From an optimization exercise on the open Yosys and OpenROAD flow, aimed at small area, a short achievable clock period and few clock cycles per item; shortcuts taken in it are not production practice.
Function was checked by simulation only, so behaviour that the tests miss may differ from the original.
Power figures rest on the tool's default switching activity, not on a simulated workload.

==> trial 16: inputs <==
==> flow/design.v (excerpt) <==
module rectangle_overlay_pixel_lookup_top (
    input  logic                           i_clk,
    input  logic                           i_rst_n,
    input  logic                           i_s_tvalid,
    output logic                           o_s_tready,
    input  logic [rop_pkg::S_DATA_W-1:0]   i_s_tdata,
    input  logic [0:0]                     i_s_tuser,
    output logic                           o_m_tvalid,
    input  logic                           i_m_tready,
    output logic [rop_pkg::M_DATA_W-1:0]   o_m_tdata,
    output logic [0:0]                     o_m_tuser
);
Settings: LEC_CHECK=0, CAP_MARGIN=20, CORE_MARGIN=2, CORE_UTILIZATION=40, SLEW_MARGIN=20; clock period 6.0 ns.
run.sh (not shown) runs the stock make flow with config.mk's settings and CLKGATE_MAP_FILE= SYNTH_SCRIPT=/design/flow/synth_recipe.tcl, a recipe that flattens the netlist after the stock synthesis.
==> trial 49 (differences from trial 16) <==
==> flow/design.v (replaced) <==
package rop_pkg;
    localparam int MAX_RECTS = 128;
    localparam int IDX_W     = $clog2(MAX_RECTS);
    localparam int CNT_W     = $clog2(MAX_RECTS + 1);
    localparam int COL_W   = 7;
    localparam int ROW_W   = 5;
    localparam int GLYPH_W = 8;
    localparam int S_DATA_W = 48;
    localparam int M_DATA_W = 8;
    localparam int RECT_W   = 2*COL_W + 2*ROW_W + GLYPH_W;
    localparam int OUT_DEPTH = 4;
    localparam logic [GLYPH_W-1:0] SPACE_CHAR = 8'd32;
endpackage
module rop_table_ram (
    input  logic                                       i_clk,
    input  logic                                       i_shift,
    input  logic [rop_pkg::RECT_W-1:0]                 i_rect,
    input  logic [rop_pkg::CNT_W-1:0]                  i_count,
    input  logic [rop_pkg::ROW_W-1:0]                  i_row,
    input  logic [rop_pkg::COL_W-1:0]                  i_col,
    output logic [rop_pkg::MAX_RECTS-1:0]              o_cover,
    output logic [rop_pkg::MAX_RECTS*rop_pkg::GLYPH_W-1:0] o_glyphs
);
    logic [rop_pkg::RECT_W-1:0] r_mem [0:rop_pkg::MAX_RECTS-1];
    always_ff @(posedge i_clk) begin
        if (i_shift) begin
            r_mem[0] <= i_rect;
            for (int i = 1; i < rop_pkg::MAX_RECTS; i++) r_mem[i] <= r_mem[i-1];
        end
    end
    always_comb begin
        for (int i = 0; i < rop_pkg::MAX_RECTS; i++) begin
            o_cover[i] = (r_mem[i][6:0] <= i_col) && (r_mem[i][18:12] >= i_col) &&
                         (r_mem[i][11:7] <= i_row) && (r_mem[i][23:19] >= i_row) &&
                         (rop_pkg::CNT_W'(i) < i_count);
            o_glyphs[i*rop_pkg::GLYPH_W +: rop_pkg::GLYPH_W] = r_mem[i][31:24];
        end
    end
endmodule
module rop_ctrl (
    input  logic [rop_pkg::MAX_RECTS-1:0]                  i_cover,
    input  logic [rop_pkg::MAX_RECTS*rop_pkg::GLYPH_W-1:0] i_glyphs,
    output logic                                           o_hit,
    output logic [rop_pkg::GLYPH_W-1:0]                    o_glyph
);
    localparam int N = rop_pkg::MAX_RECTS;
    logic [N-1:0] w_before;    
    logic [N-1:0] w_sel;
    logic [rop_pkg::GLYPH_W-1:0] w_or;
    always_comb begin
        w_before[0] = 1'b0;
        for (int i = 1; i < N; i++) w_before[i] = w_before[i-1] | i_cover[i-1];
        w_sel = i_cover & ~w_before;
        w_or  = '0;
        for (int i = 0; i < N; i++)
            w_or = w_or | ({rop_pkg::GLYPH_W{w_sel[i]}} & i_glyphs[i*rop_pkg::GLYPH_W +: rop_pkg::GLYPH_W]);
    end
    assign o_hit   = |i_cover;
    assign o_glyph = o_hit ? w_or : rop_pkg::SPACE_CHAR;
endmodule
module rectangle_overlay_pixel_lookup_top (
    input  logic                           i_clk,
    input  logic                           i_rst_n,
    input  logic                           i_s_tvalid,
    output logic                           o_s_tready,
    input  logic [rop_pkg::S_DATA_W-1:0]   i_s_tdata,
    input  logic [0:0]                     i_s_tuser,
    output logic                           o_m_tvalid,
    input  logic                           i_m_tready,
    output logic [rop_pkg::M_DATA_W-1:0]   o_m_tdata,
    output logic [0:0]                     o_m_tuser
);
    localparam int D = rop_pkg::OUT_DEPTH;
    localparam int N = rop_pkg::MAX_RECTS;
    logic                         r_ready;
    logic [rop_pkg::CNT_W-1:0]    r_count;
    logic [$clog2(D+1)-1:0]       r_out;
    logic                         r_ld, r_q, r_cv;
    logic [43:0]                  r_d;
    logic [N-1:0]                 r_cov;
    logic [D-1:0]                 r_qv;
    logic [8:0]                   r_qd [0:D-1];
    logic                         w_fire, w_qfire, w_lfire, w_take;
    logic [N-1:0]                 w_cover;
    logic [N*rop_pkg::GLYPH_W-1:0] w_glyphs;
    logic                         w_hit;
    logic [7:0]                   w_glyph;
    logic [$clog2(D+1)-1:0]       w_out;
    assign w_fire  = i_s_tvalid && r_ready;
    assign w_qfire = w_fire && i_s_tuser[0];
    assign w_lfire = w_fire && !i_s_tuser[0] && !r_count[rop_pkg::CNT_W-1];
    assign w_take  = r_qv[0] && i_m_tready;
    assign w_out   = r_out + w_qfire - w_take;
    rop_table_ram u_tab (
        .i_clk    (i_clk),
        .i_shift  (r_ld),
        .i_rect   (r_d[31:0]),
        .i_count  (r_count),
        .i_row    (r_d[36:32]),
        .i_col    (r_d[43:37]),
        .o_cover  (w_cover),
        .o_glyphs (w_glyphs)
    );
    rop_ctrl u_sel (
        .i_cover  (r_cov),
        .i_glyphs (w_glyphs),
        .o_hit    (w_hit),
        .o_glyph  (w_glyph)
    );
    always_ff @(posedge i_clk) begin
        r_d   <= i_s_tdata[43:0];
        r_cov <= w_cover;
        if (!i_rst_n) begin
            r_ready <= 1'b1;
            r_count <= '0;
            r_out   <= '0;
            r_ld    <= 1'b0;
            r_q     <= 1'b0;
            r_cv    <= 1'b0;
        end else begin
            r_ready <= (w_out < D);
            r_count <= r_count + w_lfire;
            r_out   <= w_out;
            r_ld    <= w_lfire;
            r_q     <= w_qfire;
            r_cv    <= r_q;
        end
    end
    logic [D:0]  w_sv;
    logic [8:0]  w_sd [0:D];
    always_comb begin
        for (int k = 0; k < D; k++) begin
            w_sv[k] = w_take ? ((k + 1 < D) ? r_qv[(k+1)%D] : 1'b0) : r_qv[k];
            w_sd[k] = w_take ? r_qd[(k+1)%D] : r_qd[k];
        end
        w_sv[D] = 1'b0;
        w_sd[D] = '0;
    end
    always_ff @(posedge i_clk) begin
        for (int k = 0; k < D; k++) begin
            if (r_cv && !w_sv[k] && (k == 0 || w_sv[(k+D-1)%D]))
                r_qd[k] <= {w_hit, w_glyph};
            else
                r_qd[k] <= w_sd[k];
        end
        if (!i_rst_n) begin
            r_qv <= '0;
        end else begin
            for (int k = 0; k < D; k++)
                r_qv[k] <= w_sv[k] || (r_cv && (k == 0 || w_sv[(k+D-1)%D]));
        end
    end
    assign o_s_tready = r_ready;
    assign o_m_tvalid = r_qv[0];
    assign o_m_tdata  = r_qd[0][7:0];
    assign o_m_tuser  = r_qd[0][8];
endmodule
==> trial 13 (differences from trial 16) <==
- CTS_CLUSTER_DIAMETER: not set -> 100
- CTS_CLUSTER_SIZE: not set -> 30
- SETUP_SLACK_MARGIN: not set -> 2.5
==> run summary <==
- Against trial 49, the register-to-register slack of trial 13 is higher by 1.4 ns.
- Against trial 13, the clock power of trial 16 is larger by 74%.
- In trial 13 the count of clock-buffer cells in the layout is lower than in trial 16, by 347.
- In trial 13 the first-iteration DRC count is larger than in trial 16, by about 4%.
- Between trial 49 and trial 16, the lower synthesized cell count is in trial 16 (gap about 25%, measured against trial 16).
- Setup slack: trial 49 < trial 16 < trial 13.
- In sequential cell count, trial 13 and trial 16 do not differ.
- Area after synthesis is the same in trial 16 and trial 13.
- Between trial 13 and trial 49, the lower cell count is in trial 13 (gap 23%, measured against trial 49).
- Trial 16 went through all stages and came out clean. Trial 13 ran to the end with no violations. Trial 49 passed the timing, design-rule and antenna checks.
==> figures <==
Result of the run: trial 16 no timing/DRC/antenna violations; trial 49 no timing/DRC/antenna violations; trial 13 no timing/DRC/antenna violations
R2R cell count: trial 16 8; trial 49 10; trial 13 8
Length of routed met2 wiring: trial 16 193000 um; trial 49 247000 um; trial 13 191000 um
Violation count after the first detailed-routing iteration: trial 16 12200; trial 49 11500; trial 13 12700
Crit path launch: trial 16 r_cov[32]; trial 49 r_cov[8]; trial 13 r_count[0]
Post-synthesis cell area: trial 16 0.172 sq mm; trial 49 0.206 sq mm; trial 13 0.172 sq mm
Number of standard cells after synthesis: trial 16 11200; trial 49 14000; trial 13 11200
Clock skew after layout: trial 16 0.0554 ns; trial 49 0.0669 ns; trial 13 0.0657 ns
Placement-stage cell area: trial 16 0.180 sq mm; trial 49 0.218 sq mm; trial 13 0.180 sq mm
Leak Pwr: trial 16 51.6 nW; trial 49 82.2 nW; trial 13 47.7 nW
Post-synth EDFFs: trial 16 4123; trial 49 4132; trial 13 4123
Final hold slack: trial 16 0.422 ns; trial 49 0.399 ns; trial 13 0.414 ns
Required time of the critical path: trial 16 6.69 ns; trial 49 6.83 ns; trial 13 6.75 ns
Count of standard-cell rows: trial 16 240; trial 49 263; trial 13 240
Nonclk inv count: trial 16 74; trial 49 564; trial 13 74
Bufs and invs on worst path: trial 16 0; trial 49 2; trial 13 2
Period minus WS final: trial 16 4.54 ns; trial 49 4.98 ns; trial 13 3.54 ns
Relative slew margins: trial 16 19.2%; trial 49 12.3%; trial 13 22.3%
Sequential cell area in the final layout: trial 16 0.127 sq mm; trial 49 0.128 sq mm; trial 13 0.127 sq mm
Testbench counts of trial 16, summed over its fixed seeds: cycles 2,526, queries 1,600.
Testbench counts of trial 49, summed over its fixed seeds: cycles 2,534, queries 1,600.
Testbench counts of trial 13, summed over its fixed seeds: cycles 2,526, queries 1,600.

-- what the ideal ports hide --
No port has a modelled driver above. Below, the same layouts with a new extraction and two added sets of constraints. Step 1 (the two cells are an assumption about what drives the block):
set clk [get_ports {i_clk}]
set_driving_cell -lib_cell sky130_fd_sc_hd__clkbuf_16 $clk
set_driving_cell -lib_cell sky130_fd_sc_hd__buf_2 [delete_from_list [all_inputs] $clk]
Step 2 moves the port delays by t, midway between the first and last clock arrival at a register: inputs arrive t later, outputs are due t later. That takes back most of the time a late clock gives input paths. a / b / c = ideal / step 1 / step 2; a / b = the first two.
run | t, ns | setup slack, ns | worst setup path at the end
trial 16 | 1.072 | 1.460 / 1.460 / 1.401 | input to register
trial 49 | 1.115 | 1.018 / 1.018 / 1.018 | register to register
trial 13 | 1.042 | 2.461 / 2.461 / 1.497 | input to register
After both steps every run listed still meets setup and hold. The setup slack of trial 13, which loses most, moves by 0.000 ns with the drivers and by -0.964 ns with both steps.
